From an optimization exercise on the open Yosys and OpenROAD flow, aimed at small area; shortcuts taken in it are not production practice.
Only simulation tests tie the RTL to the original design; equivalence was not proved.
Power figures rest on the tool's default switching activity, not on a simulated workload.

<file path="flow/flow/run.sh">
#!/bin/bash
# Standard ORFS layout (the standard.sh, standard synthesis unchanged),
# with two placement/CTS options changed:
#  - port buffers use buf_1 instead of the default delay cell;
#  - CTS clusters up to 16 flip-flops per clkbuf_8 leaf buffer and inserts
#    no dummy loads.
# make's output goes to standard_make.log; ORFS keeps each tool's log
# under orfs/logs/.
set -euo pipefail
CTS="-sink_clustering_enable -repair_clock_nets -dont_use_dummy_load -sink_clustering_size 16 -sink_clustering_max_diameter 70 -buf_list sky130_fd_sc_hd__clkbuf_8"
bash standard.sh "CTS_ARGS=$CTS" "BUFFER_PORTS_ARGS=-buffer_cell sky130_fd_sc_hd__buf_1" finish > standard_make.log 2>&1
</file>
<file path="flow/standard.sh">
#!/bin/bash
# synth_recipe.tcl (not shown) runs the flow's synth.tcl, then flattens the netlist and writes it again
# the make line also repeats each setting of config.mk as NAME=value (left out here)
make -C /OpenROAD-flow-scripts/flow DESIGN_CONFIG=/design/flow/config.mk WORK_HOME=/design/flow/orfs CLKGATE_MAP_FILE= SYNTH_SCRIPT=/design/flow/synth_recipe.tcl "${@:-finish}"
</file>
<file path="flow/config.mk">
export PLATFORM = sky130hd
export DESIGN_NAME = clkdiv_bank16
export DESIGN_NICKNAME = clkdiv_bank16
export VERILOG_FILES = /design/flow/design.v
export SDC_FILE = /design/flow/constraint.sdc
export NUM_CORES = 4
export LEC_CHECK = 0
export CAP_MARGIN = 20
export CORE_MARGIN = 2
export CORE_UTILIZATION = 65
export SLEW_MARGIN = 20
</file>
<file path="flow/constraint.sdc">
create_clock -name core_clock -period 6.5 [get_ports {clk}]
set_input_delay 1.3000 -clock core_clock [delete_from_list [all_inputs] [get_ports {clk}]]
set_output_delay 1.3000 -clock core_clock [all_outputs]
set_load 0.01 [all_outputs]
</file>
<file path="flow/design.v">
package clkdiv_pkg;
  localparam longint unsigned CLK_FREQ_DEF = 64'd12_000_000;
  localparam int              CNT_W_DEF    = 32;
  localparam int              MIN_DIV      = 2;
  function automatic longint unsigned hz_to_div(
    input longint unsigned freq,
    input longint unsigned clk_hz
  );
    hz_to_div = (freq == 0) ? 64'd0 : clk_hz / freq;
  endfunction
endpackage
module clkdiv_channel
#(
  parameter int               CNT_W   = clkdiv_pkg::CNT_W_DEF,
  parameter logic [CNT_W-1:0] RST_DIV = CNT_W'(4)
) (
  input  logic             clk,
  input  logic             rst,
  input  logic             en,
  input  logic             sync,
  input  logic             ld_valid,
  input  logic [CNT_W-1:0] ld_hm,
  input  logic [CNT_W-1:0] ld_lm,
  output logic             slot_full,
  output logic             div_clk,
  output logic             div_pulse
);
  localparam logic [CNT_W-1:0] RST_HI = RST_DIV >> 1;
  localparam logic [CNT_W-1:0] RST_HM = RST_HI - CNT_W'(1);
  localparam logic [CNT_W-1:0] RST_LM = RST_DIV - CNT_W'(1) - RST_HI;
  logic [CNT_W-1:0] y_q, y_d, y_dec, yn_q;
  logic [CNT_W-1:0] lm_q, phm_q, plm_q, hm_use, lm_use;
  logic             ph_q, pv_q, pulse_q, dflt_q;
  logic             zero, fall, wrap, restart, apply, ld;
  logic [CNT_W:0]   borrow;
  assign y_q     = ~yn_q;
  assign zero    = (y_q == '0);
  assign fall    = en && !sync && ph_q && zero;
  assign wrap    = en && !sync && !ph_q && zero;
  assign restart = sync || wrap;
  assign apply   = pv_q && restart;
  assign ld      = ld_valid && !pv_q;
  assign hm_use  = (dflt_q && !pv_q) ? RST_HM : phm_q;
  assign lm_use  = dflt_q ? RST_LM : lm_q;
  always_comb begin
    borrow[0] = en;
    for (int b = 0; b < CNT_W; b++) begin
      y_dec[b]    = y_q[b] ^ borrow[b];
      borrow[b+1] = !y_q[b] & borrow[b];
    end
  end
  logic sel_h, sel_l, sel_c;
  assign sel_h = restart;
  assign sel_l = fall && !sync;
  assign sel_c = !restart && !fall;
  assign y_d = ({CNT_W{sel_h}} & hm_use) | ({CNT_W{sel_l}} & lm_use) |
               ({CNT_W{sel_c}} & y_dec);
  always_ff @(posedge clk or posedge rst) begin
    if (rst) begin
      yn_q    <= ~RST_HM;
      ph_q    <= 1'b1;
      pv_q    <= 1'b0;
      pulse_q <= 1'b0;
      dflt_q  <= 1'b1;
    end else begin
      yn_q    <= ~y_d;
      ph_q    <= restart || (ph_q && !fall);
      pv_q    <= pv_q ? !restart : ld_valid;
      pulse_q <= wrap;
      dflt_q  <= dflt_q && !apply;
    end
  end
  always_ff @(posedge clk) begin
    if (ld) begin
      phm_q <= ld_hm;
      plm_q <= ld_lm;
    end
    if (apply) lm_q <= plm_q;
  end
  assign slot_full = pv_q;
  assign div_clk   = ph_q;
  assign div_pulse = pulse_q;
endmodule
module clkdiv_multi_hz
#(
  parameter longint unsigned CLK_FREQ   = clkdiv_pkg::CLK_FREQ_DEF,
  parameter int              CHANNELS   = 4,
  parameter int              CNT_W      = clkdiv_pkg::CNT_W_DEF,
  parameter longint unsigned DEFAULT_HZ = 1
) (
  input  logic                clk,
  input  logic                rst,
  input  logic [CHANNELS-1:0] enable,
  input  logic                sync,
  input  logic                          cfg_valid,
  output logic                          cfg_ready,
  input  logic [((CHANNELS > 1) ? $clog2(CHANNELS) : 1)-1:0] cfg_chan,
  input  logic [CNT_W-1:0]              cfg_div,
  input  logic [CNT_W-1:0]              cfg_high,
  output logic [CHANNELS-1:0] divided_clk,
  output logic [CHANNELS-1:0] divided_pulse
);
  localparam int CH_W = (CHANNELS > 1) ? $clog2(CHANNELS) : 1;
  localparam int NSLOT = 2 ** CH_W;
  localparam longint unsigned P0 = clkdiv_pkg::hz_to_div(DEFAULT_HZ, CLK_FREQ);
  localparam logic [CNT_W-1:0] RST_DIV = CNT_W'(P0);
  localparam logic [CNT_W-1:0] ONE = CNT_W'(1);
  if (P0 < clkdiv_pkg::MIN_DIV || P0 >= (64'd1 << CNT_W)) begin : g_p0_bad
    $error("clkdiv_multi_hz: reset period out of range");
  end
  logic [CNT_W-1:0] dp, hp, sum, ld_hm, ld_lm;
  logic             carry, over;
  assign dp = {cfg_div[CNT_W-1:1], cfg_div[0] & (cfg_div[CNT_W-1:1] != '0)} |
              ((cfg_div[CNT_W-1:1] == '0) ? CNT_W'(2) : '0);
  assign hp = {cfg_high[CNT_W-1:1], cfg_high[0] | (cfg_high[CNT_W-1:1] == '0)};
  assign {carry, sum} = {1'b0, dp} + {1'b0, ~hp};
  assign over  = !carry;
  assign ld_hm = over ? dp - CNT_W'(2) : hp - ONE;
  assign ld_lm = over ? '0 : sum;
  logic [CHANNELS-1:0] full;
  logic [NSLOT-1:0]    full_pad;
  always_comb begin
    full_pad = '0;
    full_pad[CHANNELS-1:0] = full;
  end
  assign cfg_ready = ~full_pad[cfg_chan];
  for (genvar i = 0; i < CHANNELS; i++) begin : g_ch
    localparam logic [CH_W-1:0] IDX = CH_W'(i);
    logic ld;
    assign ld = cfg_valid && (cfg_chan == IDX);
    clkdiv_channel #(
      .CNT_W   (CNT_W),
      .RST_DIV (RST_DIV)
    ) u_ch (
      .clk       (clk),
      .rst       (rst),
      .en        (enable[i]),
      .sync      (sync),
      .ld_valid  (ld),
      .ld_hm     (ld_hm),
      .ld_lm     (ld_lm),
      .slot_full (full[i]),
      .div_clk   (divided_clk[i]),
      .div_pulse (divided_pulse[i])
    );
  end
endmodule
module clkdiv_bank16 (
  input  logic        clk,
  input  logic        rst,
  input  logic [15:0] enable,
  input  logic        sync,
  input  logic        cfg_valid,
  output logic        cfg_ready,
  input  logic [3:0]  cfg_chan,
  input  logic [15:0] cfg_div,
  input  logic [15:0] cfg_high,
  output logic [15:0] divided_clk,
  output logic [15:0] divided_pulse
);
  clkdiv_multi_hz #(
    .CLK_FREQ   (64'd12_000_000),
    .CHANNELS   (16),
    .CNT_W      (16),
    .DEFAULT_HZ (64'd3_000_000)
  ) u_div (
    .clk           (clk),
    .rst           (rst),
    .enable        (enable),
    .sync          (sync),
    .cfg_valid     (cfg_valid),
    .cfg_ready     (cfg_ready),
    .cfg_chan      (cfg_chan),
    .cfg_div       (cfg_div),
    .cfg_high      (cfg_high),
    .divided_clk   (divided_clk),
    .divided_pulse (divided_pulse)
  );
endmodule
</file>
==> results of run 1 <==
## power groups by stage
stage                     logic [mW]  clock network [mW]  registers, mW
after global placement          1.04                   0           8.06
after floorplan                0.543                   0           8.03
final                           1.07                3.05           7.93
after CTS                       1.07                3.13           7.93
after detailed placement        1.06                   0           8.07
after global routing            1.16                3.37           7.95
## metrics by stage
step                instances  area [um2]
floorplan                2609       42420
global placement         3505       44060
detailed placement       3506       44070
CTS                      3584       45140
global route             3591       45230
finish                   3594       45230
## logic make-up after synthesis
| kind of cell | Yosys count |
|---|---|
| flip-flops | 1088 |
| AND/OR/NAND/NOR | 672 |
| AO/OA/AOI/OAI | 368 |
| adder cells (fa/ha/maj) | 259 |
| buffers and inverters | 150 |
| XOR/XNOR | 49 |
| multiplexers | 23 |
## area by class of cell
class,instances,area [um2]
Antenna cell,5,12.51
Sequential cell,1088,31410
Fill cell,4254,19230
Timing Repair Buffer,160,903.4
Tap cell,855,1070
Inverter,37,142.6
Multi-Input combinational cell,1371,10620
Clock buffer,78,1074
## worst max-delay path by stage
| stage | to | slack [ns] | depth (start not counted) | startpoint |
|---|---|---|---|---|
| detailed placement | u_div.g_ch[0].u_ch.plm_q[11]$_DFFE_PP_ | 0.68 | 13 | cfg_div[7] |
| CTS | u_div.g_ch[3].u_ch.plm_q[11]$_DFFE_PP_ | 1.35 | 13 | cfg_div[7] |
| finish | u_div.g_ch[4].u_ch.plm_q[11]$_DFFE_PP_ | 1.28 | 13 | cfg_div[6] |
| global route | u_div.g_ch[4].u_ch.plm_q[13]$_DFFE_PP_ | 0.96 | 13 | cfg_div[7] |
| global placement | u_div.g_ch[0].u_ch.plm_q[15]$_DFFE_PP_ | 0.80 | 13 | cfg_div[7] |
| floorplan | u_div.g_ch[0].u_ch.phm_q[0]$_DFFE_PP_ | 1.04 | 2 | cfg_chan[2] |
## worst max-delay path: stages
cell and delay (ns):
buf_1 0.15, nor4_1 0.48, nand3_1 0.30, o41ai_1 0.32
buf_4 0.19, inv_1 0.07, fa_1 0.37, nor2b_1 0.23
o31a_1 0.27, o211a_1 0.31, a21oi_4 0.10, o21a_1 0.41
nor2_2 0.98
## sequential cells by signal, indices dropped and copies added (netlist names)
register,cells
u_div.g_ch.u_ch.dflt_q,16
u_div.g_ch.u_ch.lm_q,256
u_div.g_ch.u_ch.ph_q,16
u_div.g_ch.u_ch.phm_q,256
u_div.g_ch.u_ch.plm_q,256
u_div.g_ch.u_ch.pulse_q,16
u_div.g_ch.u_ch.pv_q,16
u_div.g_ch.u_ch.yn_q,256
## layer usage
metal / vias up / wire [um] / global-route usage (%) / part of all wire, %
li1: 10250 / - / - / -
met1: 11750 / 40040 / 41.86 / 42
met2: 817 / 45710 / 45.50 / 48
met3: 168 / 6288 / 4.032 / 6.6
met4: 2 / 3179 / 10.30 / 3.3
met5: - / 13 / 0 / 0.014
## placed cells by master (no fill, tap or decap), types with 28 or more instances in the layout
cell type	count
edfxtp_1	768
nor2_1	332
dfstp_2	272
ha_1	258
a221oi_1	240
buf_1	87
clkbuf_8	78
buf_4	69
nand4_1	51
dfrtp_1	48
nor2b_1	44
inv_1	36
a21oi_1	28
==> run summary, run 1 <==
- The start point of the worst min-delay path is u_div.g_ch[11].u_ch.phm_q[9]$_DFFE_PP_.
- Between clock sinks in the finished design, the worst skew comes to 0.05661 ns.
- After Yosys synthesis, XOR and XNOR cells account for between 1 and 1.5% of the synthesized area.
- The hold-critical path depth is 1.
- The total global-route track usage is approximately 29%.
- The relative contribution of the clock network to total power is 25.3%.
- The highest clock frequency the design can meet is about 190 MHz.
- The clock period could shrink to 5.223 ns.
- Entering global routing, the biggest net connects 147 pins.
- The post-synthesis average cell area is 16.26 um2.
- The final wirelength is 95,230 um.
- The longest clock path from root to sink contains 3 buffers.
- In this run the static leakage power is 16.31 nW.
- The die is 259.4 um tall.
- The setup total negative slack is 0 ns.
- The portion of netlist area occupied by mux cells is less than 1%.
- The largest fanout of any net on the critical path is 16.
- The proportion of netlist area held by the largest area contributor is between 50% and 60%.
- The placeable core region is 64,460 um2.
- Dividing the detail-routed wire length by the instance count gives between 20 and 30 um.
- The initial utilization of the core area, before any placement, comes to 65.79%.
- The top cell type by total area after synthesis is edfxtp_1.
- The element type at the critical path start is an input pin.
- Counting every instance in the synthesized netlist gives about 2,600.
- The number of buffers created by CTS is 78.
- The flow ran to the end and the layout has no timing, DRC or antenna violations.
- The proportion of register bits with asynchronous set or reset after synthesis is 29.41%.
- The complex-gate fraction of the synthesized area is 7.030%.
- Setup repair after global routing left no endpoint under its margin.
- For the worst setup path, the data required time is 6.80 ns.
- The number of global-route vias before repair is 23,140.
- The routability congestion estimate from global placement is 0.8551.
- In the post-synthesis netlist, the cell with the most instances is edfxtp_1.
- The terminating pin of the worst hold path is u_div.g_ch[11].u_ch.yn_q[9]$_DFF_PP1_.
- The number of pins exceeding their max-slew limit in the final report is 0.
- The number of I/O pins is a little under 90.
- The final layout net count is approximately 3,100.
- The iteration count of the initial detailed-routing pass is 5.
- The average via count per standard cell is 6.395.
- The number of setup violations in the final report is 0.
- The number of sinks driven by the clock tree is between 1,000 and 1,500.
- Counting cells, the worst reg-to-reg path comes to 18.
- Buffers added to address setup during post-CTS repair amount to 0.
- The post-layout total power is 12.04 mW.
- The detailed router's first-iteration violation count is 2,285.
- The site row count is 93.
- The internal portion of total power is 9.211 mW.
- The CTS tree is done.
- From left edge to right edge, the die measures between 200 and 300 um.
- Ranked by instance count, the synthesized netlist is headed by edfxtp_1, nor2_1, dfstp_2.
- The share of total power in sequential cells is 65.8%.
- The number of hold violations in the final report is 0.
- Counting flops with a built-in enable in the synthesized netlist gives 768.
- After synthesis, the netlist uses 56 different library cells.
- After clock tree synthesis, the flow added hold-fix buffers numbering 0.
- The startpoint-to-endpoint class of the critical path is input pin to flip-flop.
- The final cycle utilization of the critical path is between 80% and 90%.
- The total overflow left after global routing is 0.
- The share of total power dissipated in combinational logic is 8.9%.
- The area of the die is 67,310 um2.
- Post-CTS repair changed the size of 0 cells.
- Sorting the synthesized cells by area gives the leading types as edfxtp_1, dfstp_2, ha_1.
- Final hold analysis gives a worst-case slack of around 0.37 ns.
- The area growth from synthesis to layout is 6.655%.
- IR analysis of the VDD net gives a maximum drop of 225.3 uV.
- For this design the total switching power over the nets is around 2.8 mW.
- The worst path meets setup with 1.277 ns of slack.
- The area share of and/or/nand/nor cells after synthesis is approximately 7.8%.
- The worst reg2reg path endpoint is u_div.g_ch[10].u_ch.yn_q[15]$_DFF_PP1_.
- Port buffering added 88 buffers.
- The H-tree generated during clock tree synthesis spans 3 levels.
- The launch point of the worst reg-to-reg path is u_div.g_ch[10].u_ch.yn_q[0]$_DFF_PP0_.
- The adder-cell share of the synthesized area is approximately 7.7%.
- The path class of the tightest hold or removal check is flip-flop to flip-flop.
- The synthesized netlist net count is 2,924.
- Across the run, the number of max-cap violations was 0.
- The first global-routing pass estimated 142,000 um of wire.
- The count of nets left with antenna violations after detail routing is 0.
- The number of DRC violations after detailed routing is 0.
- Clock latency on the worst-skew pair, taken at its later pin, is 0.70 ns.
- The setup check on the worst reg-to-reg path leaves a slack of 2.47 ns.
- Power spread over the standard cell area amounts to 266.2 nW/um2.
- The wire-length estimate of the detail-placed layout is 58,930 um.
- Sequential cells were found to cover 74.06% of the synthesized design area.
- The combinational family with the most area after synthesis is simple AND/OR/NAND/NOR gates.
- Before CTS, the worst setup slack after placement is 0.6776 ns.
- The tree is rooted in a clkbuf_8.
- The clock input transition at the sequential cells of the worst setup and hold paths is 0.10 ns.
- The number of antenna violations at the first check in global routing is 18.
- Counting flops and latches in the post-synthesis netlist gives 1,088.
- At the worst endpoint, the arrival time is ~5.5 ns.
- The total number of yosys warnings is 2.
- Measured against its own limit, the worst slew margin works out to 22.32%.
- STA classifies the critical path endpoint as a flip-flop.
- The synthesized area is 42,410 um2.
- The share of post-route cells with drive strength above 1 is 19.09%.
- Across all layers, the routed design uses 22,980 vias.
- The commonest register cell after synthesis is edfxtp_1.
- The switching power share of the total is 23.52%.
- Cells fill 70.17% of the core in the end.
- At the pin with the least slew margin, the transition time is around 1.2 ns.
==> inputs of run 2 (changes only) <==
--- a/flow/config.mk
+++ b/flow/config.mk
@@ -7,5 +7,6 @@
 export LEC_CHECK = 0
 export CAP_MARGIN = 20
 export CORE_MARGIN = 2
-export CORE_UTILIZATION = 65
+export CORE_UTILIZATION = 70
+export SETUP_SLACK_MARGIN = 0.15
 export SLEW_MARGIN = 20
==> run 2 against run 1 <==
Worst hold slack worse by 0.0029 ns. Synthesized area unchanged. Non-clock buffer count down 1. Combinational power about the same. Power down 0.36%. Final area down 0.22%. Routed wire length down 1.9%. Sequential share of layout area up 0.15 points. Critical path type unchanged.
==> run summary, run 2 <==
- The run finished with no timing, DRC or antenna violations.
- The worst reg2reg path endpoint is u_div.g_ch[0].u_ch.yn_q[15]$_DFF_PP1_.
- The largest net degree at the start of global routing is 160 (+8.8%).
- The complex-gate fraction of the synthesized area is 7.030% (unchanged).
- The area growth from synthesis to layout is 6.425%.
- The path type of the worst min-delay path is flip-flop to flip-flop.
- The start point of the worst min-delay path is u_div.g_ch[11].u_ch.phm_q[7]$_DFFE_PP_.
- The largest clock skew in the final design came to 0.04878 ns (-0.007829 ns).
- The number of I/O pins is 89 (unchanged).
- The count of nets left with antenna violations after detail routing is 0 (unchanged).
- The H-tree depth is 3 (unchanged).
- The number of DRC violations after detailed routing is 0 (unchanged).
- The pre-CTS worst setup slack is 0.6767 ns (-0.0009490 ns).
- The number of setup violations in the final report was 0 (unchanged).
- The number of enable flip-flop cells after synthesis is 768 (unchanged).
- The relative slew slack is 25.12% (+2.8 points).
- In the post-synthesis netlist, the biggest area contributors are edfxtp_1, dfstp_2, ha_1.
- Setup repair after global routing left no endpoint under its margin.
- The total overflow reported by the global router is 0 (unchanged).
- The post-synthesis instance total came to 2,609 (unchanged).
- The worst setup path is captured at a flip-flop.
- The share of the synthesized netlist area taken by xor and xnor gates is 1.012% (unchanged).
- The highest cell delay on the worst timing path came to 0.50 ns (-0.48 ns).
- The wire length per cell after detailed routing is 26.55 um (+0.22%).
- The most common library cell in the layout ignoring fill and taps is edfxtp_1.
- The vertical extent of the die is 250.1 um (-3.6%).
- The minimum clock period is 5.165 ns (-0.05787 ns).
- TritonCTS built the clock tree.
- The worst setup path is launched from an input pin.
- The number of buffers inserted to repair setup after CTS is 0 (unchanged).
- The post-synthesis average cell area came to 16.26 um2 (unchanged).
- The final cycle utilization of the critical path came to 79.46% (-0.89 points).
- The number of I/O port buffers is 88 (unchanged).
- The hold-critical path depth was 1 (unchanged).
- The number of pins exceeding their max-slew limit in the final report came to 0 (unchanged).
- The slack of the critical path is 1.335 ns (+0.05787 ns).
- The hold-fix buffer count after cts is 0 (unchanged).
- The logic depth of the worst register-to-register path is 18 (unchanged).
- The launch point of the worst reg-to-reg path is u_div.g_ch[0].u_ch.yn_q[0]$_DFF_PP0_.
- The count of different cell masters after synthesis is 56 (unchanged).
- The sequential share of the synthesized area is 74.06% (unchanged).
- The most frequent cell after synthesis is edfxtp_1.
- After synthesis, the most frequently instantiated cells are edfxtp_1, nor2_1, dfstp_2.
- The area of the die is 62,570 um2 (-7.0%).
- The worst-case clock buffer depth came to 3 (unchanged).
- The largest fanout of any net on the critical path is 16 (unchanged).
- The highest clock frequency the design can meet is 193.6 MHz (+1.1%).
- The required time at the worst-slack endpoint is 6.90 ns (+0.10 ns).
- The number of instances in the placed design is 3,434 (-2.1%).
- The combinational family with the most area after synthesis is simple AND/OR/NAND/NOR gates.
- In the layout the commonest cells are edfxtp_1, nor2_1, dfstp_2, ha_1, a221oi_1.
- In this design, the critical path's most frequently occurring cell is buf_4.
- The area share of and/or/nand/nor cells after synthesis was 7.782% (unchanged).
- The number of hold violations in the final report is 0 (unchanged).
- The site row count came to 90 (-3.2%).
- The setup total negative slack is 0 ns (unchanged).
- The placeable core region is 60,130 um2 (-6.7%).
- The number of synthesized register bits is 1,088 (unchanged).
- The worst supply voltage drop on vdd is 259.7 uV (+15%).
- The sum of net half-perimeters after detailed placement is 59,200 um (+0.45%).
- The total global-route track usage is 30.56% (+1.7 points).
- The data arrival at the endpoint of the critical path came to 5.57 ns (+0.05 ns).
- The proportion of netlist area held by the largest area contributor is 54.38% (unchanged).
- The worst setup slack for register-to-register paths came to 2.47 ns (about the same).
- The total via count after detailed routing is 23,180 (+0.86%).
- The static leakage power is 16.30 nW (about the same).
- The power density relative to cell area is 265.9 nW/um2 (-0.14%).
- The routability congestion estimate from global placement is 0.9305 (+8.8%).
- The startpoint-to-endpoint class of the critical path is input pin to flip-flop.
- Clock tree synthesis selected as its root buffer the cell clkbuf_8.
- The share of post-route cells with drive strength above 1 was 18.99% (-0.10 points).
- The number of global-route vias before repair was 23,300 (+0.71%).
- The synthesized area was 42,410 um2 (unchanged).
- The horizontal die dimension was 250.1 um (-3.6%).
- The number of antenna violations at the first check in global routing came to 4 (-14).
- The average via count per standard cell is 6.587 (+3.0%).
- The slew at the pin with the worst max-slew slack came to 1.119 ns (-0.04488 ns).
- The terminating pin of the worst hold path is u_div.g_ch[11].u_ch.yn_q[7]$_DFF_PP1_.
- The final layout net count is 3,050 (-0.033%).
- The total number of yosys warnings came to 2 (unchanged).
- The wire length of the first global-routing pass is 141,100 um (-0.64%).
- The iteration count of the initial detailed-routing pass is 7 (+2).
- The post-layout total power is 12.00 mW (-0.36%).
- The portion of netlist area occupied by mux cells came to 0.7051% (unchanged).
- The number of buffers created by CTS is 78 (unchanged).
- The synthesized netlist net count was 2,924 (unchanged).
- The commonest register cell after synthesis is edfxtp_1.
- The adder-cell share of the synthesized area is 7.658% (unchanged).
- The proportion of register bits with asynchronous set or reset after synthesis is 29.41% (unchanged).
- The initial core utilization was 70.53% (+4.7 points).
- The detailed router's first-iteration violation count was 2,243 (-1.8%).
- edfxtp_1 takes more of the synthesized area than any other cell.
- The final wirelength is 93,450 um (-1.9%).
- On the critical path, the stage with the largest delay is an instance of nor4_1.
- The final non-filler cell total is 3,519 (-2.1%).
- The clock input transition at the sequential cells of the worst setup and hold paths is 0.10 ns (about the same).
- Traced cell by cell, the critical path runs through buf_1, nor4_1, nand3_1, o41ai_1, buf_4, inv_1, fa_1, nor2b_1, o31a_1, o211a_1, a21oi_4, o21ai_2, buf_12, mux2i_4, buf_4.
- The number of violations of the max-capacitance limit is 0 (unchanged).
- The worst-skew pair later-pin latency is 0.70 ns (about the same).
- The post-cts gate resize count is 0 (unchanged).
- The number of sinks driven by the clock tree came to 1,088 (unchanged).
==> run 2: metal layers <==
layer,GRT usage [%],routed length [um]
met3,3.907,6178
met2,49.81,45900
met1,43.63,38200
met5,0,0
met4,10.35,3171
==> run 2: critical path, delay by kind of cell <==
kind / cells / cell delay (ns)
AND/OR/NAND/NOR: 3 / 0.99
AO/OA/AOI/OAI: 5 / 1.52
buffers and inverters: 5 / 1.12
adder cells (fa/ha/maj): 1 / 0.39
multiplexers: 1 / 0.23
==> run 2: stage by stage <==
| stage | util [%] | instance area, um2 | hold WS, ns |
|---|---|---|---|
| after floorplan | - | 42420 | 0.3756 |
| after global placement | 73.16 | 43990 | 0.3767 |
| after detailed placement | 73.16 | 43990 | 0.3832 |
| after CTS | 74.95 | 45070 | 0.3577 |
| after global routing | 75.05 | 45130 | 0.3773 |
| final | 75.06 | 45140 | 0.3642 |
==> run 2: kinds of logic (layout without fill, tap and decap cells) <==
logic type	Yosys count	in the layout
XOR/XNOR	49	49
multiplexers	23	23
AO/OA/AOI/OAI	368	368
adder cells (fa/ha/maj)	259	259
buffers and inverters	150	274
AND/OR/NAND/NOR	672	672
flip-flops	1088	1088
other	0	4
==> run 2: layout make-up <==
| class | instances | area [um2] |
|---|---|---|
| multi-input combinational | 1371 | 10620 |
| fill | 3558 | 15000 |
| sequential | 1088 | 31410 |
| timing repair buffer | 159 | 904.6 |
| tap | 782 | 978.4 |
| clock buffer | 78 | 1074 |
| antenna | 4 | 10.01 |
| inverter | 37 | 142.6 |
==> run 2: worst max path at each step <==
stage / from / endpoint / cells after the start
global route: cfg_high[11] / u_div.g_ch[4].u_ch.phm_q[13]$_DFFE_PP_ / 13
global placement: cfg_div[7] / u_div.g_ch[1].u_ch.phm_q[2]$_DFFE_PP_ / 15
finish: cfg_div[7] / u_div.g_ch[4].u_ch.phm_q[4]$_DFFE_PP_ / 15
floorplan: cfg_chan[2] / u_div.g_ch[0].u_ch.phm_q[0]$_DFFE_PP_ / 2
detailed placement: cfg_div[7] / u_div.g_ch[1].u_ch.phm_q[8]$_DFFE_PP_ / 14
CTS: cfg_div[7] / u_div.g_ch[4].u_ch.phm_q[4]$_DFFE_PP_ / 15
==> run 2: where the power goes <==
| part | switching, mW | internal (mW) |
|---|---|---|
| Sequential | 0.113 | 7.82 |
| Clock | 1.94 | 1.08 |
| Combinational | 0.728 | 0.318 |
==> inputs of run 3 (changes only) <==
==> flow/flow/run.sh (replaced) <==
#!/bin/bash
# Standard ORFS layout (the standard.sh, standard synthesis unchanged),
# with these changes:
#  - after the standard synthesis, its combinational logic is re-mapped
#    for area by ABC (flow/remap.tcl); every flip-flop instance keeps its
#    name and cell type. The standard netlist is kept as std_1_2_yosys.v.
#  - port buffers use buf_1 instead of the default delay cell;
#  - CTS clusters up to 16 flip-flops per clkbuf_8 leaf buffer and inserts
#    no dummy loads.
# Each tool's output goes to a log here (make_*.log, remap.log); ORFS
# keeps each step's log under orfs/logs/.
set -euo pipefail
CTS="-sink_clustering_enable -repair_clock_nets -dont_use_dummy_load -sink_clustering_size 16 -sink_clustering_max_diameter 70 -buf_list sky130_fd_sc_hd__clkbuf_8"
ARGS=("CTS_ARGS=$CTS" "BUFFER_PORTS_ARGS=-buffer_cell sky130_fd_sc_hd__buf_1")

bash standard.sh "${ARGS[@]}" synth > make_synth.log 2>&1

R=orfs/results/$FLOW_PLATFORM/clkdiv_bank16/base
cp "$R/1_2_yosys.v" std_1_2_yosys.v
REMAP_LIB="$FLOW_HOME/platforms/$FLOW_PLATFORM/lib/sky130_fd_sc_hd__tt_025C_1v80.lib" \
REMAP_IN=std_1_2_yosys.v REMAP_OUT=remap_1_2_yosys.v \
REMAP_SCRIPT="strash;&get,-n;&deepsyn,-T,60;&put;dch,-f;amap" \
REMAP_TOP="$FLOW_TOP" REMAP_STAT0=remap_stat_before.txt REMAP_STAT1=remap_stat_after.txt \
  yosys -c flow/remap.tcl > remap.log 2>&1
cp remap_1_2_yosys.v "$R/1_2_yosys.v"
rm -f "$R/1_synth.odb"

bash standard.sh "${ARGS[@]}" finish > make_finish.log 2>&1
==> flow/flow/remap.tcl (new file) <==
# Re-map the combinational logic of a mapped netlist for area; the
# flip-flop instances (names and cell types) are kept as they are.
yosys -import
set lib $::env(REMAP_LIB)
set in  $::env(REMAP_IN)
set out $::env(REMAP_OUT)
set scr $::env(REMAP_SCRIPT)
read_liberty -ignore_miss_func $lib
blackbox sky130_fd_sc_hd__df* sky130_fd_sc_hd__edf* sky130_fd_sc_hd__sdf* sky130_fd_sc_hd__dl* sky130_fd_sc_hd__sedf*
read_verilog $in
hierarchy -top $::env(REMAP_TOP)
tee -o $::env(REMAP_STAT0) stat -liberty $lib
flatten -noscopeinfo
opt_clean
abc -script +$scr -liberty $lib -dont_use *lpflow* -dont_use *probe*
setundef -zero
splitnets
opt_clean -purge
hilomap -singleton -hicell sky130_fd_sc_hd__conb_1 HI -locell sky130_fd_sc_hd__conb_1 LO
insbuf -buf sky130_fd_sc_hd__buf_4 A X
opt_clean -purge
tee -o $::env(REMAP_STAT1) stat -liberty $lib

write_verilog -noattr -nohex -nodec $out
--- a/flow/config.mk
+++ b/flow/config.mk
@@ -7,6 +7,5 @@
 export LEC_CHECK = 0
 export CAP_MARGIN = 20
 export CORE_MARGIN = 2
-export CORE_UTILIZATION = 70
-export SETUP_SLACK_MARGIN = 0.15
+export CORE_UTILIZATION = 65
 export SLEW_MARGIN = 20
==> run 3 against run 2 <==
Maximum frequency is 14% lower. First-iteration DRC count up 64%. Worst hold slack got worse by 0.0084 ns. Highest routed layer is now met5. Still clean. Synthesized area down 4.7%. Clock power increased by 1%. Clock-buffer cell count is 1 lower. Register-to-register slack got worse by 0.32 ns. Critical endpoint is now u_div.g_ch[3].u_ch.phm_q[5]$_DFFE_PP_. Sequential share of layout area rose by 0.19 points. Cell count is 11% higher. Largest power group unchanged. Die area grew 2.6%. Critical path depth rose by 26. Core utilization down 2.0 points.
==> run summary, run 3 <==
- The final wirelength is 106,500 um (+14%).
- The number of pins exceeding their max-slew limit in the final report is 0 (unchanged).
- The total via count after detailed routing is 25,250 (+8.9%).
- The number of buffers created by CTS came to 77 (-1.3%).
- The final non-filler cell total was 3,907 (+11%).
- The horizontal die dimension was 253.4 um (+1.3%).
- The number of hold violations in the final report is 0 (unchanged).
- The cell that appears most often on the critical path is nand2_1.
- The required time at the worst-slack endpoint is 7.03 ns (+0.13 ns).
- The post-synthesis average cell area is 14.72 um2 (-9.4%).
- The synthesized area is 40,440 um2 (-4.7%).
- The worst supply voltage drop on vdd was 202.6 uV (-22%).
- The number of buffer and inverter stages on the critical path is 6 (+1).
- The site row count is 91 (+1.1%).
- The number of I/O pins is 89 (unchanged).
- The post-synthesis instance total is 2,747 (+5.3%).
- The slowest stage of the critical path belongs to the cell nor4_4.
- The cell area after placement was 43,630 um2 (-0.83%).
- The final cycle utilization of the critical path came to 92.38% (+13 points).
- The slew at the pin with the worst max-slew slack came to 1.135 ns (+0.01631 ns).
- The path type of the worst min-delay path is flip-flop to flip-flop.
- The highest cell delay on the worst timing path was 0.41 ns (-0.09 ns).
- In this run the critical register-to-register path is launched from u_div.g_ch[12].u_ch.yn_q[1]$_DFF_PP1_.
- The placeable core region is 61,600 um2 (+2.4%).
- CTS placed an instance of clkbuf_8 at the clock tree root.
- The wire length of the first global-routing pass is 155,100 um (+9.9%).
- The routability congestion estimate from global placement was 0.9290 (-0.16%).
- The data arrival at the endpoint of the critical path is 6.53 ns (+0.96 ns).
- The H-tree depth is 3 (unchanged).
- From synthesis to final layout, the design area changed by 11.32%.
- The post-layout total power is 12.57 mW (+4.8%).
- The relative slew slack is 24.31% (-0.81 points).
- The vertical extent of the die is 253.4 um (+1.3%).
- The synthesized netlist net count came to 2,803 (-4.1%).
- The share of post-route cells with drive strength above 1 is 19.85% (+0.86 points).
- The number of I/O port buffers is 88 (unchanged).
- The hold-fix buffer count after cts is 0 (unchanged).
- The highest clock frequency the design can meet was 166.5 MHz (-14%).
- TritonCTS built the clock tree.
- The number of setup violations in the final report is 0 (unchanged).
- The run finished with no timing, DRC or antenna violations.
- The sum of net half-perimeters after detailed placement was 69,280 um (+17%).
- The area of the die was 64,220 um2 (+2.6%).
- The capturing element type of the critical path is a flip-flop.
- The number of DRC violations after detailed routing is 0 (unchanged).
- The count of filler cells inserted in the layout is 3,915 (+10%).
- The number of instances in the placed design is 3,813 (+11%).
- The total number of yosys warnings came to 2 (unchanged).
- The total global-route track usage was 33.62% (+3.1 points).
- The total overflow reported by the global router was 0 (unchanged).
- The clock input transition at the sequential cells of the worst setup and hold paths is 0.10 ns (about the same).
- The iteration count of the initial detailed-routing pass was 8 (+1).
- The cell area after layout came to 45,020 um2 (-0.27%).
- In this run the most critical hold path is launched from u_div.g_ch[4].u_ch.lm_q[11]$_DFFE_PP_.
- The worst setup path is launched from an input pin.
- The wire length per cell after detailed routing is 27.25 um (+2.6%).
- The static leakage power came to 16.02 nW (-1.7%).
- The final layout net count came to 3,126 (+2.5%).
- The number of global-route vias before repair is 24,130 (+3.5%).
- The largest net degree at the start of global routing is 137 (-14%).
- The largest clock skew in the final design is 0.07100 ns (+0.02223 ns).
- The worst-case clock buffer depth came to 3 (unchanged).
- The worst-skew pair later-pin latency is 0.69 ns (about the same).
- The most common library cell in the layout ignoring fill and taps is edfxtp_1.
- The library cells used most frequently in the layout, excluding fill and tap cells, are edfxtp_1, nor2_1, dfstp_2, and3_1, a221oi_1.
- The minimum clock period is 6.004 ns (+0.8396 ns).
- The start point of the critical path is cfg_high[12].
- The number of violations of the max-capacitance limit came to 0 (unchanged).
- The number of sinks driven by the clock tree was 1,088 (unchanged).
- The worst setup path is of the input pin to flip-flop kind.
- The initial core utilization is 65.65% (-4.9 points).
- The count of nets left with antenna violations after detail routing is 0 (unchanged).
- The detailed router's first-iteration violation count came to 3,689 (+64%).
- The largest fanout of any net on the critical path was 8 (-8).
- The power density relative to cell area is 279.3 nW/um2 (+5.1%).
- The average via count per standard cell is 6.461 (-1.9%).
- The number of antenna violations at the first check in global routing is 9 (+5).
- The cell family contributing the most delay on the critical path is compound AO/OA/AOI/OAI gates.
run 3: cell count changes in the layout (fill, tap and decap cells not counted), sizes merged, moves of 34 or more:
cell / before / now
buf: 158 / 272
inv: 36 / 2
nor2: 359 / 653
clkinv: 0 / 121
and3: 18 / 197
a222oi: 0 / 64
nor2b: 51 / 13
ha: 258 / 0
a221oi: 240 / 176
o21bai: 1 / 53
nand4: 51 / 3
nor3: 21 / 58
run 3: worst paths after layout:
path / depth (start not counted) / to / slack (ns)
min in group asynchronous: 2 / u_div.g_ch[14].u_ch.yn_q[0]$_DFF_PP0_ / 0.72
max in group asynchronous: 3 / u_div.g_ch[9].u_ch.pv_q$_DFF_PP0_ / 4.30
max reg2reg: 17 / u_div.g_ch[12].u_ch.yn_q[8]$_DFF_PP1_ / 2.15
min: 1 / u_div.g_ch[4].u_ch.yn_q[11]$_DFF_PP1_ / 0.36
max: 41 / u_div.g_ch[3].u_ch.phm_q[5]$_DFFE_PP_ / 0.50
min reg2reg: 1 / u_div.g_ch[4].u_ch.yn_q[11]$_DFF_PP1_ / 0.36
run 3: final cells by class:
class                      count  area, um2  share of cell area, %
tap                          837       1047                  2.326
sequential                  1088      31410                  69.77
clock buffer                  77       1060                  2.354
inverter                     123      476.7                  1.059
timing repair buffer         276       2257                  5.014
multi-input combinational   1504       8761                  19.46
antenna                        2      5.005                0.01112
run 3: where the power goes:
group | internal [mW] | switching, mW
clock network | 1.07 | 1.99
logic | 0.517 | 0.885
registers | 7.93 | 0.179
run 3: worst register-to-register path: stages (launching register included):
cell and delay (ns):
dfstp_2 0.39, and3_1 0.21, and3_1 0.20, and3_1 0.19
and3_1 0.19, and3_1 0.20, and3_1 0.21, and3_1 0.22
nand3_1 0.23, clkinv_1 0.14, nor2_2 0.57, clkinv_1 0.21
nand2_1 0.15, nor2_1 0.07, nor2b_1 0.22, nor2_1 0.20
buf_4 0.22, a222oi_1 0.36
run 3: repair_timing:
item,CTS,global route
buffers inserted,0,12
pin swaps,0,15
setup endpoints to repair,13,480
resized for setup,2,20
gates cloned,0,1
hold endpoints to repair,0,0
run 3: per-layer routing:
| layer | wire (um) | GRT usage [%] |
|---|---|---|
| met4 | 3003 | 9.924 |
| met1 | 43990 | 51.32 |
| met2 | 48360 | 50.50 |
| met5 | 18 | 0 |
| met3 | 11110 | 5.829 |
run 3: through the flow:
stage          hold slack [ns]  setup WS [ns]  util [%]  setup TNS (ns)
2_1_floorplan           0.3674         0.1015         -               0
3_3_place_gp            0.3705        -0.8681     70.65         -270.25
3_5_place_dp            0.3740        -0.6953     70.83         -267.01
4_1_cts                 0.3546         0.1218     72.57               0
5_1_grt                 0.3787       -0.07396     73.08          -1.759
6_report                0.3557         0.4956     73.08               0
==> inputs of run 4 (changes only) <==
--- a/flow/flow/run.sh
+++ b/flow/flow/run.sh
@@ -19,7 +19,7 @@
 cp "$R/1_2_yosys.v" std_1_2_yosys.v
 REMAP_LIB="$FLOW_HOME/platforms/$FLOW_PLATFORM/lib/sky130_fd_sc_hd__tt_025C_1v80.lib" \
 REMAP_IN=std_1_2_yosys.v REMAP_OUT=remap_1_2_yosys.v \
-REMAP_SCRIPT="strash;&get,-n;&deepsyn,-T,60;&put;dch,-f;amap" \
+REMAP_SCRIPT="strash;&get,-n;&deepsyn,-T,60;&put;dch,-f;map,-a;amap" \
 REMAP_TOP="$FLOW_TOP" REMAP_STAT0=remap_stat_before.txt REMAP_STAT1=remap_stat_after.txt \
   yosys -c flow/remap.tcl > remap.log 2>&1
 cp remap_1_2_yosys.v "$R/1_2_yosys.v"
==> run 4 against run 3 <==
Still clean. Sequential share of layout area grew 2.2 points. Global-route usage shrank 1.7 points. Maximum frequency shrank 1.3%. Synthesized cell count shrank 4.8%. Synthesized area shrank 1.8%. Worst setup slack lost 0.078 ns.
==> run summary, run 4 <==
- The run finished with no timing, DRC or antenna violations.
- The power density relative to cell area was 289.8 nW/um2 (+3.8%).
- The clock input transition at the sequential cells of the worst setup and hold paths is 0.09 ns (about the same).
- The library cell used most frequently in the layout, excluding fill and tap cells, is edfxtp_1.
- The worst setup path is captured at a flip-flop.
- The number of sinks driven by the clock tree is 1,088 (unchanged).
- The initial core utilization is 65.82% (+0.17 points).
- From synthesis to final layout, the design area changed by 9.899%.
- The number of hold violations in the final report was 0 (unchanged).
- The minimum clock period is 6.082 ns (+0.07755 ns).
- The synthesized area is 39,730 um2 (-1.8%).
- The largest net degree at the start of global routing is 136 (-0.73%).
- The worst hold margin came to 0.3517 ns (-0.004074 ns).
- The number of global-route vias before repair is 23,570 (-2.3%).
- The slew at the pin with the worst max-slew slack is 1.149 ns (+0.01371 ns).
- The final cycle utilization of the critical path is 93.57% (+1.2 points).
- The horizontal die dimension is 251.2 um (-0.87%).
- The number of buffers created by CTS was 77 (unchanged).
- The detailed router's first-iteration violation count was 3,521 (-4.6%).
- The tree is rooted in a clkbuf_8.
- The wire length of the first global-routing pass came to 146,300 um (-5.6%).
- The CTS tree is done.
- The data arrival at the endpoint of the critical path was 6.40 ns (-0.13 ns).
- The total global-route track usage was 31.93% (-1.7 points).
- The synthesized netlist net count is 2,672 (-4.7%).
- The final non-filler cell total came to 3,696 (-5.4%).
- The worst-skew pair later-pin latency came to 0.70 ns (about the same).
- The total overflow reported by the global router is 0 (unchanged).
- The highest clock frequency the design can meet is 164.4 MHz (-1.3%).
- The number of instances in the placed design is 3,603 (-5.5%).
- The site row count is 90 (-1.1%).
- The post-synthesis average cell area is 15.19 um2 (+3.2%).
- The top cell types in the final layout, fill and taps aside, are edfxtp_1, clkinv_1, nand2_1, dfstp_2, o21ai_0.
- The number of I/O port buffers came to 88 (unchanged).
- The pre-CTS worst setup slack is -0.4632 ns (+0.2321 ns).
- The cell that appears most often on the critical path is nand2_1.
- The hold-fix buffer count after cts is 0 (unchanged).
- The number of violations of the max-capacitance limit came to 0 (unchanged).
- Setup repair after global routing could not meet its margin everywhere.
- STA classifies the critical path startpoint as an input pin.
- The highest cell delay on the worst timing path is 0.71 ns (+0.30 ns).
- The average via count per standard cell is 6.406 (-0.86%).
- The number of I/O pins is 89 (unchanged).
- The count of nets left with antenna violations after detail routing is 0 (unchanged).
- The total number of yosys warnings was 2 (unchanged).
- The number of setup violations in the final report is 0 (unchanged).
- The sum of net half-perimeters after detailed placement came to 63,160 um (-8.8%).
- The share of post-route cells with drive strength above 1 is 19.43% (-0.42 points).
- The worst supply voltage drop on vdd is 230.0 uV (+14%).
- The critical path in this run is classified as input pin to flip-flop.
- The number of DRC violations after detailed routing is 0 (unchanged).
- The static leakage power is 14.82 nW (-7.5%).
- The required time at the worst-slack endpoint is 6.82 ns (-0.21 ns).
- The number of antenna violations at the first check in global routing was 8 (-1).
- The final wirelength came to 98,910 um (-7.1%).
- The final layout net count is 2,971 (-5.0%).
- The cell area after layout was 43,660 um2 (-3.0%).
- The number of pins exceeding their max-slew limit in the final report is 0 (unchanged).
- The relative slew slack is 23.40% (-0.91 points).
- The wire length per cell after detailed routing is 26.76 um (-1.8%).
- The largest clock skew in the final design came to 0.06561 ns (-0.005389 ns).
- The worst-case clock buffer depth is 3 (unchanged).
- The vertical extent of the die is 251.2 um (-0.87%).
- The count of filler cells inserted in the layout was 3,881 (-0.87%).
- The total via count after detailed routing is 23,680 (-6.2%).
- The cell at the slowest stage of the critical path is nor2_2.
- The largest fanout of any net on the critical path came to 16 (+8).
- The placeable core region came to 60,360 um2 (-2.0%).
- The slack of the critical path was 0.4180 ns (-0.07755 ns).
- The H-tree depth is 3 (unchanged).
- The path type of the worst min-delay path is flip-flop to flip-flop.
- The area of the die came to 63,110 um2 (-1.7%).
- The routability congestion estimate from global placement is 0.8860 (-4.6%).
- The post-synthesis instance total is 2,616 (-4.8%).
- The cell area after placement was 42,280 um2 (-3.1%).
- The iteration count of the initial detailed-routing pass is 9 (+1).
[run 4: cell type report]
class / instances / area (um2) / area share [%]
inverters: 315 / 1196 / 2.740
diodes: 1 / 2.502 / 0.005732
multi-input cells: 1181 / 7257 / 16.62
repair buffers: 252 / 1755 / 4.021
well taps: 782 / 978.4 / 2.241
flip-flops and latches: 1088 / 31410 / 71.94
clock buffers: 77 / 1060 / 2.427
[run 4: report_power, final]
part           leakage, nW  switching, mW  internal (mW)
clock                0.554           1.95           1.07
sequential            10.4          0.280           8.07
combinational         3.82          0.879          0.409
[run 4: layer usage]
metal / vias up / GRT usage (%) / share of wire (%)
met5: - / 0 / 0.027
met2: 1257 / 50.68 / 47
met1: 11720 / 45.96 / 40
met3: 164 / 5.902 / 10
li1: 10530 / - / -
met4: 4 / 9.762 / 3.1
[run 4: critical path: cells and delay by family]
| family | cells | cell delay (ns) |
|---|---|---|
| simple gates | 16 | 1.99 |
| buf+inv | 6 | 0.80 |
| compound gates | 16 | 2.29 |
[run 4: path summary, 6_finish.rpt]
check,startpoint,to,slack (ns),depth (start not counted)
max in group asynchronous,rst,u_div.g_ch[15].u_ch.yn_q[0]$_DFF_PP0_,4.37,3
worst max-delay path,cfg_high[12],u_div.g_ch[10].u_ch.plm_q[8]$_DFFE_PP_,0.42,38
min in group asynchronous,rst,u_div.g_ch[2].u_ch.yn_q[0]$_DFF_PP0_,0.78,2
worst min register to register,u_div.g_ch[15].u_ch.phm_q[12]$_DFFE_PP_,u_div.g_ch[15].u_ch.yn_q[12]$_DFF_PP1_,0.35,1
worst max register to register,u_div.g_ch[12].u_ch.yn_q[0]$_DFF_PP0_,u_div.g_ch[12].u_ch.yn_q[3]$_DFF_PP1_,1.56,40
worst min-delay path,u_div.g_ch[15].u_ch.phm_q[12]$_DFFE_PP_,u_div.g_ch[15].u_ch.yn_q[12]$_DFF_PP1_,0.35,1
[run 4: what timing repair did]
| item | CTS | global route |
|---|---|---|
| gates resized for setup | 0 | 11 |
| endpoints found under the setup margin | 0 | 281 |
| buffers inserted | 0 | 15 |
[run 4: metrics by stage]
step           power, mW  setup TNS, ns  utilization (%)
2_1_floorplan      8.996              0                -
3_3_place_gp       9.647         -29.06            69.90
3_5_place_dp       9.713         -63.34            70.04
4_1_cts            12.65              0            71.80
5_1_grt            13.06         -10.42            72.33
6_report           12.65              0            72.33
==> inputs of run 5 (changes only) <==
--- a/flow/flow/run.sh
+++ b/flow/flow/run.sh
@@ -19,7 +19,7 @@
 cp "$R/1_2_yosys.v" std_1_2_yosys.v
 REMAP_LIB="$FLOW_HOME/platforms/$FLOW_PLATFORM/lib/sky130_fd_sc_hd__tt_025C_1v80.lib" \
 REMAP_IN=std_1_2_yosys.v REMAP_OUT=remap_1_2_yosys.v \
-REMAP_SCRIPT="strash;&get,-n;&deepsyn,-T,60;&put;dch,-f;map,-a;amap" \
+REMAP_SCRIPT="strash;&get,-n;&deepsyn,-T,60;&put;dch,-f;map,-D,3000" \
 REMAP_TOP="$FLOW_TOP" REMAP_STAT0=remap_stat_before.txt REMAP_STAT1=remap_stat_after.txt \
   yosys -c flow/remap.tcl > remap.log 2>&1
 cp remap_1_2_yosys.v "$R/1_2_yosys.v"
==> run 5 against run 4 <==
Clock skew decreased by 0.0052 ns. Still clean on timing, DRC and antenna. Critical path depth decreased by 5. Die area increased by 3.7%. Largest cell class unchanged. Synthesized area increased by 3.7%. Synthesized cell count increased by 20%. Core utilization decreased by 1.1 points. Final area increased by 2.6%. Combinational power increased by 22%. Largest power group unchanged.
==> run summary, run 5 <==
- The hold-fix buffer count after cts is 0 (unchanged).
- The final wirelength is 97,150 um (-1.8%).
- The area taken by multi-input logic gates is 7804 um2 (+7.5%).
- The number of DRC violations after detailed routing came to 0 (unchanged).
- The internal portion of total power is 9.688 mW (+1.5%).
- The post-layout total power came to 12.97 mW (+2.5%).
- The run finished with no timing, DRC or antenna violations.
- The switching power share of the total is 25.29% (+0.72 points).
- The number of pins exceeding their max-slew limit in the final report was 0 (unchanged).
- The worst setup path is launched from an input pin.
- The synthesized area was 41,200 um2 (+3.7%).
- The sum of net half-perimeters after detailed placement came to 61,750 um (-2.2%).
- The H-tree depth was 3 (unchanged).
- The minimum clock period is 5.863 ns (-0.2187 ns).
- The number of buffers inserted to repair setup after CTS is 0 (unchanged).
- The highest cell delay on the worst timing path is 0.77 ns (+0.06 ns).
- The worst setup slack for register-to-register paths is 1.31 ns (-0.25 ns).
- The largest clock skew in the final design came to 0.06042 ns (-0.005193 ns).
- The total overflow reported by the global router is 0 (unchanged).
- The number of antenna violations at the first check in global routing is 14 (+6).
- The worst-case clock buffer depth is 3 (unchanged).
- The average via count per standard cell came to 5.887 (-8.1%).
- The share of total power in sequential cells came to 64.5% (-1.5 points).
- The static leakage power is 15.45 nW (+4.2%).
- The number of instances in the placed design came to 4,179 (+16%).
- The number of global-route vias before repair was 24,240 (+2.8%).
- The data arrival at the endpoint of the critical path is 6.19 ns (-0.21 ns).
- The post-synthesis average cell area is 13.14 um2 (-14%).
- The most common library cell in the layout ignoring fill and taps is edfxtp_1.
- The count of filler cells inserted in the layout is 4,297 (+11%).
- The share of the core filled with cells is 71.24% (-1.1 points).
- The share of post-route cells with drive strength above 1 is 17.23% (-2.2 points).
- Setup repair after global routing left no endpoint under its margin.
- The flip-flop and latch area came to 31,410 um2 (unchanged).
- The final non-filler cell total is 4,260 (+15%).
- The relative slew slack is 23.17% (-0.23 points).
- The largest net degree at the start of global routing is 140 (+2.9%).
- The highest clock frequency the design can meet is 170.6 MHz (+3.7%).
- The number of violations of the max-capacitance limit is 0 (unchanged).
- The fraction of power consumed by combinational cells is 12.1% (+1.9 points).
- The power density relative to cell area is 289.6 nW/um2 (about the same).
- The vertical extent of the die came to 255.8 um (+1.8%).
- The routability congestion estimate from global placement is 0.8829 (-0.35%).
- The slowest stage of the critical path belongs to the cell o21ai_2.
- The largest fanout of any net on the critical path is 16 (unchanged).
- The number of buffers created by CTS is 78 (+1.3%).
- The final cycle utilization of the critical path is 90.20% (-3.4 points).
- The placeable core region is 62,850 um2 (+4.1%).
- The CTS tree is done.
- The startpoint-to-endpoint class of the critical path is input pin to flip-flop.
- The site row count came to 92 (+2.2%).
- The count of nets left with antenna violations after detail routing was 0 (unchanged).
- The total via count after detailed routing came to 25,080 (+5.9%).
- The number of I/O port buffers is 88 (unchanged).
- The cell that appears most often on the critical path is nand2_1.
- The final layout net count is 3,470 (+17%).
- The number of sinks driven by the clock tree was 1,088 (unchanged).
- The post-cts gate resize count is 0 (unchanged).
- The detailed router's first-iteration violation count is 2,508 (-29%).
- The worst supply voltage drop on vdd is 256.3 uV (+11%).
- In the layout the commonest cells are edfxtp_1, clkinv_1, nor2_1, nand2_1, dfstp_2.
- The total global-route track usage is 30.23% (-1.7 points).
- The horizontal die dimension came to 255.8 um (+1.8%).
- The wire length per cell after detailed routing came to 22.81 um (-15%).
- The total number of yosys warnings came to 2 (unchanged).
- The wire length of the first global-routing pass is 146,900 um (+0.41%).
- The worst-skew pair later-pin latency is 0.68 ns (-0.02 ns).
- The number of I/O pins is 89 (unchanged).
- The cell area after placement is 43,660 um2 (+3.3%).
- The cell area after layout is 44,770 um2 (+2.6%).
- The area of the die came to 65,420 um2 (+3.7%).
- The synthesized netlist net count is 3,193 (+19%).
- The iteration count of the initial detailed-routing pass is 6 (-3).
- The pre-CTS worst setup slack is -0.03552 ns (+0.4277 ns).
- The relative contribution of the clock network to total power came to 23.4% (-0.5 points).
- The capturing element type of the critical path is a flip-flop.
- CTS placed an instance of clkbuf_8 at the clock tree root.
- The number of hold violations in the final report is 0 (unchanged).
- From synthesis to final layout, the design area changed by 8.663%.
- The slew at the pin with the worst max-slew slack is 1.151 ns (+0.002155 ns).
- The required time at the worst-slack endpoint is 6.83 ns (about the same).
- The slack of the critical path was 0.6368 ns (+0.2187 ns).
- The number of setup violations in the final report is 0 (unchanged).
- The post-synthesis instance total came to 3,137 (+20%).
- The power dissipated by switching net loads was 3.280 mW (+5.5%).
- The clock input transition at the sequential cells of the worst setup and hold paths was 0.10 ns (about the same).
- The path type of the worst min-delay path is flip-flop to flip-flop.
- The initial core utilization is 65.56% (-0.26 points).
[run 5: critical path, delay by kind of cell]
| kind | cells | cell delay [ns] |
|---|---|---|
| and+or+nand+nor | 17 | 2.12 |
| buffers and inverters | 3 | 0.53 |
| AOI/OAI and AO/OA | 13 | 2.22 |
[run 5: layer usage]
layer  track usage, %  vias to the layer above  part of all wire [%]
li1                 -                    11470                     -
met1            46.04                    12360                    42
met2            45.86                     1081                    46
met3            5.556                      160                   9.2
met4            8.008                       12                   2.6
met5                0                        -                 0.083
[run 5: area by class of cell]
cell class                 instances  share of cell area, %
tap                              846                  2.364
inverter                         524                  4.421
antenna                            2                0.01118
timing repair buffer             229                  3.225
clock buffer                      78                  2.398
multi-input combinational       1493                  17.43
sequential                      1088                  70.15
[run 5: stage by stage]
step / hold slack (ns) / setup TNS [ns]
2_1_floorplan: 0.3756 / 0
6_report: 0.3745 / 0
3_5_place_dp: 0.3827 / -0.8197
4_1_cts: 0.3842 / 0
3_3_place_gp: 0.3782 / 0
5_1_grt: 0.3903 / 0
[run 5: final timing paths]
check,endpoint,cells past startpoint,from
max in group asynchronous,u_div.g_ch[5].u_ch.yn_q[0]$_DFF_PP0_,3,rst
hold reg to reg,u_div.g_ch[9].u_ch.yn_q[10]$_DFF_PP1_,1,u_div.g_ch[9].u_ch.lm_q[10]$_DFFE_PP_
setup / recovery,u_div.g_ch[3].u_ch.phm_q[8]$_DFFE_PP_,33,cfg_high[13]
min in group asynchronous,u_div.g_ch[14].u_ch.pulse_q$_DFF_PP0_,2,rst
setup reg to reg,u_div.g_ch[9].u_ch.yn_q[11]$_DFF_PP1_,30,u_div.g_ch[9].u_ch.yn_q[1]$_DFF_PP1_
hold / removal,u_div.g_ch[9].u_ch.yn_q[10]$_DFF_PP1_,1,u_div.g_ch[9].u_ch.lm_q[10]$_DFFE_PP_
[run 5: power by group through the flow]
stage / clock network [mW] / logic [mW] / registers [mW]
3_3_place_gp: 0 / 1.52 / 8.49
6_report: 3.03 / 1.57 / 8.36
5_1_grt: 3.32 / 1.73 / 8.41
4_1_cts: 3.10 / 1.58 / 8.37
3_5_place_dp: 0 / 1.57 / 8.51
2_1_floorplan: 0 / 0.869 / 8.43
==> inputs of run 6 (changes only) <==
--- a/flow/design.v
+++ b/flow/design.v
@@ -28,42 +28,45 @@
   localparam logic [CNT_W-1:0] RST_HI = RST_DIV >> 1;
   localparam logic [CNT_W-1:0] RST_HM = RST_HI - CNT_W'(1);
   localparam logic [CNT_W-1:0] RST_LM = RST_DIV - CNT_W'(1) - RST_HI;
-  logic [CNT_W-1:0] y_q, y_d, y_dec, yn_q;
-  logic [CNT_W-1:0] lm_q, phm_q, plm_q, hm_use, lm_use;
-  logic             ph_q, pv_q, pulse_q, dflt_q;
+  logic [CNT_W-1:0] y_q, y_d, y_dec, yn_q, y_cur;
+  logic [CNT_W-1:0] lm_q, phm_q, plm_q;
+  logic             ph_q, pv_q, pulse_q, dflt_q, yr_q;
   logic             zero, fall, wrap, restart, apply, ld;
   logic [CNT_W:0]   borrow;
   assign y_q     = ~yn_q;
-  assign zero    = (y_q == '0);
+  assign y_cur   = yr_q ? RST_HM : y_q;
+  assign zero    = (y_cur == '0);
   assign fall    = en && !sync && ph_q && zero;
   assign wrap    = en && !sync && !ph_q && zero;
   assign restart = sync || wrap;
   assign apply   = pv_q && restart;
   assign ld      = ld_valid && !pv_q;
-  assign hm_use  = (dflt_q && !pv_q) ? RST_HM : phm_q;
-  assign lm_use  = dflt_q ? RST_LM : lm_q;
   always_comb begin
     borrow[0] = en;
     for (int b = 0; b < CNT_W; b++) begin
-      y_dec[b]    = y_q[b] ^ borrow[b];
-      borrow[b+1] = !y_q[b] & borrow[b];
+      y_dec[b]    = y_cur[b] ^ borrow[b];
+      borrow[b+1] = !y_cur[b] & borrow[b];
     end
   end
-  logic sel_h, sel_l, sel_c;
-  assign sel_h = restart;
-  assign sel_l = fall && !sync;
-  assign sel_c = !restart && !fall;
-  assign y_d = ({CNT_W{sel_h}} & hm_use) | ({CNT_W{sel_l}} & lm_use) |
+  logic use_rst_h, sel_hp, sel_hc, sel_lp, sel_lc, sel_c;
+  assign use_rst_h = dflt_q && !pv_q;
+  assign sel_hp = restart && !use_rst_h;
+  assign sel_hc = restart && use_rst_h;
+  assign sel_lp = fall && !dflt_q;
+  assign sel_lc = fall && dflt_q;
+  assign sel_c  = !restart && !fall;
+  assign y_d = ({CNT_W{sel_hp}} & phm_q) | ({CNT_W{sel_hc}} & RST_HM) |
+               ({CNT_W{sel_lp}} & lm_q)  | ({CNT_W{sel_lc}} & RST_LM) |
                ({CNT_W{sel_c}} & y_dec);
   always_ff @(posedge clk or posedge rst) begin
     if (rst) begin
-      yn_q    <= ~RST_HM;
+      yr_q    <= 1'b1;
       ph_q    <= 1'b1;
       pv_q    <= 1'b0;
       pulse_q <= 1'b0;
       dflt_q  <= 1'b1;
     end else begin
-      yn_q    <= ~y_d;
+      yr_q    <= 1'b0;
       ph_q    <= restart || (ph_q && !fall);
       pv_q    <= pv_q ? !restart : ld_valid;
       pulse_q <= wrap;
@@ -71,6 +74,7 @@
     end
   end
   always_ff @(posedge clk) begin
+    yn_q <= ~y_d;
     if (ld) begin
       phm_q <= ld_hm;
       plm_q <= ld_lm;
--- a/flow/flow/run.sh
+++ b/flow/flow/run.sh
@@ -19,7 +19,7 @@
 cp "$R/1_2_yosys.v" std_1_2_yosys.v
 REMAP_LIB="$FLOW_HOME/platforms/$FLOW_PLATFORM/lib/sky130_fd_sc_hd__tt_025C_1v80.lib" \
 REMAP_IN=std_1_2_yosys.v REMAP_OUT=remap_1_2_yosys.v \
-REMAP_SCRIPT="strash;&get,-n;&deepsyn,-T,60;&put;dch,-f;map,-D,3000" \
+REMAP_SCRIPT="strash;&get,-n;&deepsyn,-T,60;&put;dch,-f;map,-a;amap" \
 REMAP_TOP="$FLOW_TOP" REMAP_STAT0=remap_stat_before.txt REMAP_STAT1=remap_stat_after.txt \
   yosys -c flow/remap.tcl > remap.log 2>&1
 cp remap_1_2_yosys.v "$R/1_2_yosys.v"
==> run 6 against run 5 <==
Still clean on timing, DRC and antenna. Sequential power decreased by 2.8%. Maximum frequency decreased by 0.84%. Final area decreased by 4.2%. Cell count shrank 6.6%. Clock power up 1%. Highest routed layer unchanged.
==> run summary, run 6 <==
- The total global-route track usage is 32.63% (+2.4 points).
- The worst-case clock buffer depth is 3 (unchanged).
- The number of pins exceeding their max-slew limit in the final report is 0 (unchanged).
- The wire length per cell after detailed routing is 25.05 um (+9.8%).
- The setup total negative slack came to 0 ns (unchanged).
- The sum of net half-perimeters after detailed placement is 64,350 um (+4.2%).
- In this run the most critical hold path is launched from u_div.g_ch[6].u_ch.plm_q[9]$_DFFE_PP_.
- The synthesized area is 39,050 um2 (-5.2%).
- The vertical extent of the die is 249.1 um (-2.6%).
- The worst-skew pair later-pin latency is 0.70 ns (+0.02 ns).
- The startpoint-to-endpoint class of the critical path is input pin to flip-flop.
- The path type of the worst min-delay path is flip-flop to flip-flop.
- Clock tree synthesis selected as its root buffer the cell clkbuf_8.
- The worst reg2reg path endpoint is u_div.g_ch[6].u_ch.yn_q[4]$_DFF_P_.
- The final wirelength is 99,690 um (+2.6%).
- The cell area after layout is 42,900 um2 (-4.2%).
- The worst setup path is captured at a flip-flop.
- The power density relative to cell area came to 288.9 nW/um2 (-0.25%).
- TritonCTS built the clock tree.
- The hold-critical path depth came to 0 (-1).
- The final cycle utilization of the critical path is 90.97% (+0.76 points).
- The site row count is 89 (-3.3%).
- The library cells used most frequently in the layout, excluding fill and tap cells, are edfxtp_1, clkinv_1, nor2_1, o21ai_0, dfxtp_1.
- The logic depth of the worst register-to-register path is 26 (-13%).
- In this run the most used layer during global routing was met1.
- The static leakage power is 14.50 nW (-6.1%).
- The H-tree depth is 3 (unchanged).
- The synthesized netlist net count is 2,979 (-6.7%).
- The worst setup slack for register-to-register paths is 1.18 ns (-0.13 ns).
- The total overflow reported by the global router is 0 (unchanged).
- The number of hold violations in the final report is 0 (unchanged).
- The most common library cell in the layout ignoring fill and taps is edfxtp_1.
- The flip-flop and latch area was 29,850 um2 (-5.0%).
- The global-route track usage on met2 is 48.41% (+2.5 points).
- The cell that appears most often on the critical path is nand2_1.
- The initial core utilization was 65.92% (+0.36 points).
- The post-synthesis instance total is 2,923 (-6.8%).
- The number of violations of the max-capacitance limit was 0 (unchanged).
- The worst supply voltage drop on vdd is 176.6 uV (-31%).
- For hold timing, the worst endpoint is u_div.g_ch[6].u_ch.lm_q[9]$_DFFE_PP_.
- The number of setup violations in the final report is 0 (unchanged).
- The slew at the pin with the worst max-slew slack is 1.215 ns (+0.06430 ns).
- Compared with the post-synthesis result, the final layout area differs by 9.848%.
- The area taken by multi-input logic gates is 7865 um2 (+0.79%).
- The post-synthesis average cell area is 13.36 um2 (+1.7%).
- The clock input transition at the sequential cells of the worst setup and hold paths is 0.11 ns (about the same).
- The met1 layer usage reported by global route is 49.15% (+3.1 points).
- The largest fanout of any net on the critical path is 16 (unchanged).
- The pre-CTS worst setup slack is -0.7172 ns (-0.6817 ns).
- The post-layout total power is 12.39 mW (-4.4%).
- The number of global-route vias before repair is 23,610 (-2.6%).
- The number of DRC violations after detailed routing was 0 (unchanged).
- The flow ran to the end and the layout has no timing, DRC or antenna violations.
- The count of filler cells inserted in the layout was 3,891 (-9.4%).
- The wire length of the first global-routing pass is 147,700 um (+0.50%).
- The largest individual stage delay along the critical path comes from the cell or4_1.
- The highest cell delay on the worst timing path is 0.44 ns (-0.33 ns).
- The horizontal die dimension was 249.1 um (-2.6%).
- The routability congestion estimate from global placement was 0.9144 (+3.6%).
- The cell area after placement came to 41,760 um2 (-4.4%).
- The average via count per standard cell is 6.187 (+5.1%).
- The total number of yosys warnings is 2 (unchanged).
- The relative slew slack is 18.47% (-4.7 points).
- The required time at the worst-slack endpoint is 6.92 ns (+0.09 ns).
- The placeable core region is 59,240 um2 (-5.7%).
- The number of buffer and inverter stages on the critical path is 8 (+5).
- The number of antenna violations at the first check in global routing is 12 (-2).
- The number of buffers created by CTS is 78 (unchanged).
- The hold-fix buffer count after cts is 0 (unchanged).
- On the critical path the largest part of the delay comes from simple AND/OR/NAND/NOR gates.
- The area of the die is 62,060 um2 (-5.1%).
- The total stage count of the critical path is 42 (+27%).
- The largest clock skew in the final design came to 0.05001 ns (-0.01041 ns).
- The launch point of the worst reg-to-reg path is u_div.g_ch[6].u_ch.yn_q[1]$_DFF_P_.
- The number of I/O pins came to 89 (unchanged).
- The final layout net count is 3,262 (-6.0%).
- The data arrival at the endpoint of the critical path is 6.33 ns (+0.14 ns).
- The minimum clock period is 5.913 ns (+0.04956 ns).
- The count of nets left with antenna violations after detail routing is 0 (unchanged).
- The highest clock frequency the design can meet is 169.1 MHz (-0.84%).
- The largest net degree at the start of global routing is 50 (-64%).
- The element type at the critical path start is an input pin.
- The number of sinks driven by the clock tree came to 1,089 (+0.092%).
- The number of I/O port buffers came to 88 (unchanged).
- The slack of the critical path is 0.5872 ns (-0.04956 ns).
- The worst hold margin came to 0.3947 ns (+0.02013 ns).
- The share of post-route cells with drive strength above 1 came to 9.613% (-7.6 points).
- The met3 layer usage reported by global route came to 6.876% (+1.3 points).
- The detailed router's first-iteration violation count came to 3,330 (+33%).
- The iteration count of the initial detailed-routing pass is 8 (+2).
- The total via count after detailed routing came to 24,630 (-1.8%).
==> run 6: per-layer routing <==
metal  wire, um  up-vias
li1           -    11230
met1      40870    11880
met2      43730     1304
met3      11620      205
met4       3414        6
met5         40        -
==> run 6: layout make-up <==
type	count	share of cell area (%)
inverters	350	3.080
repair buffers	235	4.220
diodes	3	0.01750
well taps	773	2.254
flip-flops and latches	1089	69.59
multi-input cells	1452	18.33
clock buffers	78	2.502
==> run 6: worst max path at each step <==
| stage | slack, ns | to | start |
|---|---|---|---|
| finish | 0.59 | u_div.g_ch[12].u_ch.phm_q[5]$_DFFE_PP_ | cfg_div[8] |
| global route | -0.04 | u_div.g_ch[12].u_ch.phm_q[4]$_DFFE_PP_ | cfg_div[8] |
| CTS | 0.11 | u_div.g_ch[7].u_ch.plm_q[8]$_DFFE_PP_ | cfg_div[9] |
| detailed placement | -0.72 | u_div.g_ch[12].u_ch.plm_q[8]$_DFFE_PP_ | cfg_div[9] |
| global placement | -0.60 | u_div.g_ch[0].u_ch.plm_q[8]$_DFFE_PP_ | cfg_div[9] |
| floorplan | 0.003 | u_div.g_ch[0].u_ch.plm_q[0]$_DFFE_PP_ | cfg_div[9] |
==> run 6: what timing repair did <==
action	4_1_cts	5_1_grt
gates resized for setup	0	14
buffers inserted	0	1
endpoints found under the setup margin	0	485
==> run 6: worst register-to-register path: stages (launching register included) <==
cell      delay, ns
dfxtp_1        0.37
clkinv_1       0.10
nor3_1         0.35
clkinv_1       0.17
nor2_1         0.20
clkinv_1       0.13
nor2_1         0.14
nand2_1        0.13
nor3_1         0.27
clkinv_1       0.14
nor2_1         0.16
clkinv_1       0.10
nor2_1         0.12
nand2_1        0.12
nor2b_1        0.25
nand3_1        0.16
nor2b_1        0.19
nand2_1        0.10
clkinv_1       0.06
nand2_1        0.35
nor3_1         0.37
nor2_1         0.13
nor2b_1        0.20
nor2b_1        0.08
nor2_1         0.44
buf_4          0.29
a21oi_1        0.09
==> run 6: power breakdown <==
group | internal [mW] | leakage (nW) | switching [mW]
registers | 7.91 | 9.90 | 0.221
logic | 0.360 | 4.04 | 0.830
clock network | 1.08 | 0.561 | 1.99
==> run 6: per-stage QoR <==
step | instances | utilization [%]
floorplan | 2923 | -
global placement | 3897 | 70.49
detailed placement | 3897 | 70.49
CTS | 3975 | 72.30
global route | 3978 | 72.41
finish | 3980 | 72.41

==> afterwards: timing with drivers on the ports <==
The flow's constraints put no driver on any port. The routed layouts listed below were extracted and timed again, unchanged, in two steps.
Step 1, drivers: a clkbuf_16 drives clk and a buf_2 each remaining input, both assumed.
Step 2, shift: input delay + t, output delay - t, t = (earliest + latest rising clock arrival at the registers) / 2. This alone moves slack from input paths to output paths.
Slacks: ideal / step 1 / step 2; pairs: ideal / step 1.
run	t (ns)	slack for setup (ns)
run 1	0.730	1.277 / 1.312 / 0.582
run 2	0.736	1.335 / 1.378 / 0.643
run 3	0.720	0.496 / 0.534 / -0.185
run 4	0.726	0.418 / 0.452 / -0.274
run 5	0.707	0.637 / 0.674 / -0.033
run 6	0.739	0.587 / 0.621 / -0.118
Met with ideal ports but missed after step 2: setup timing in run 3, run 4, run 5 and run 6.
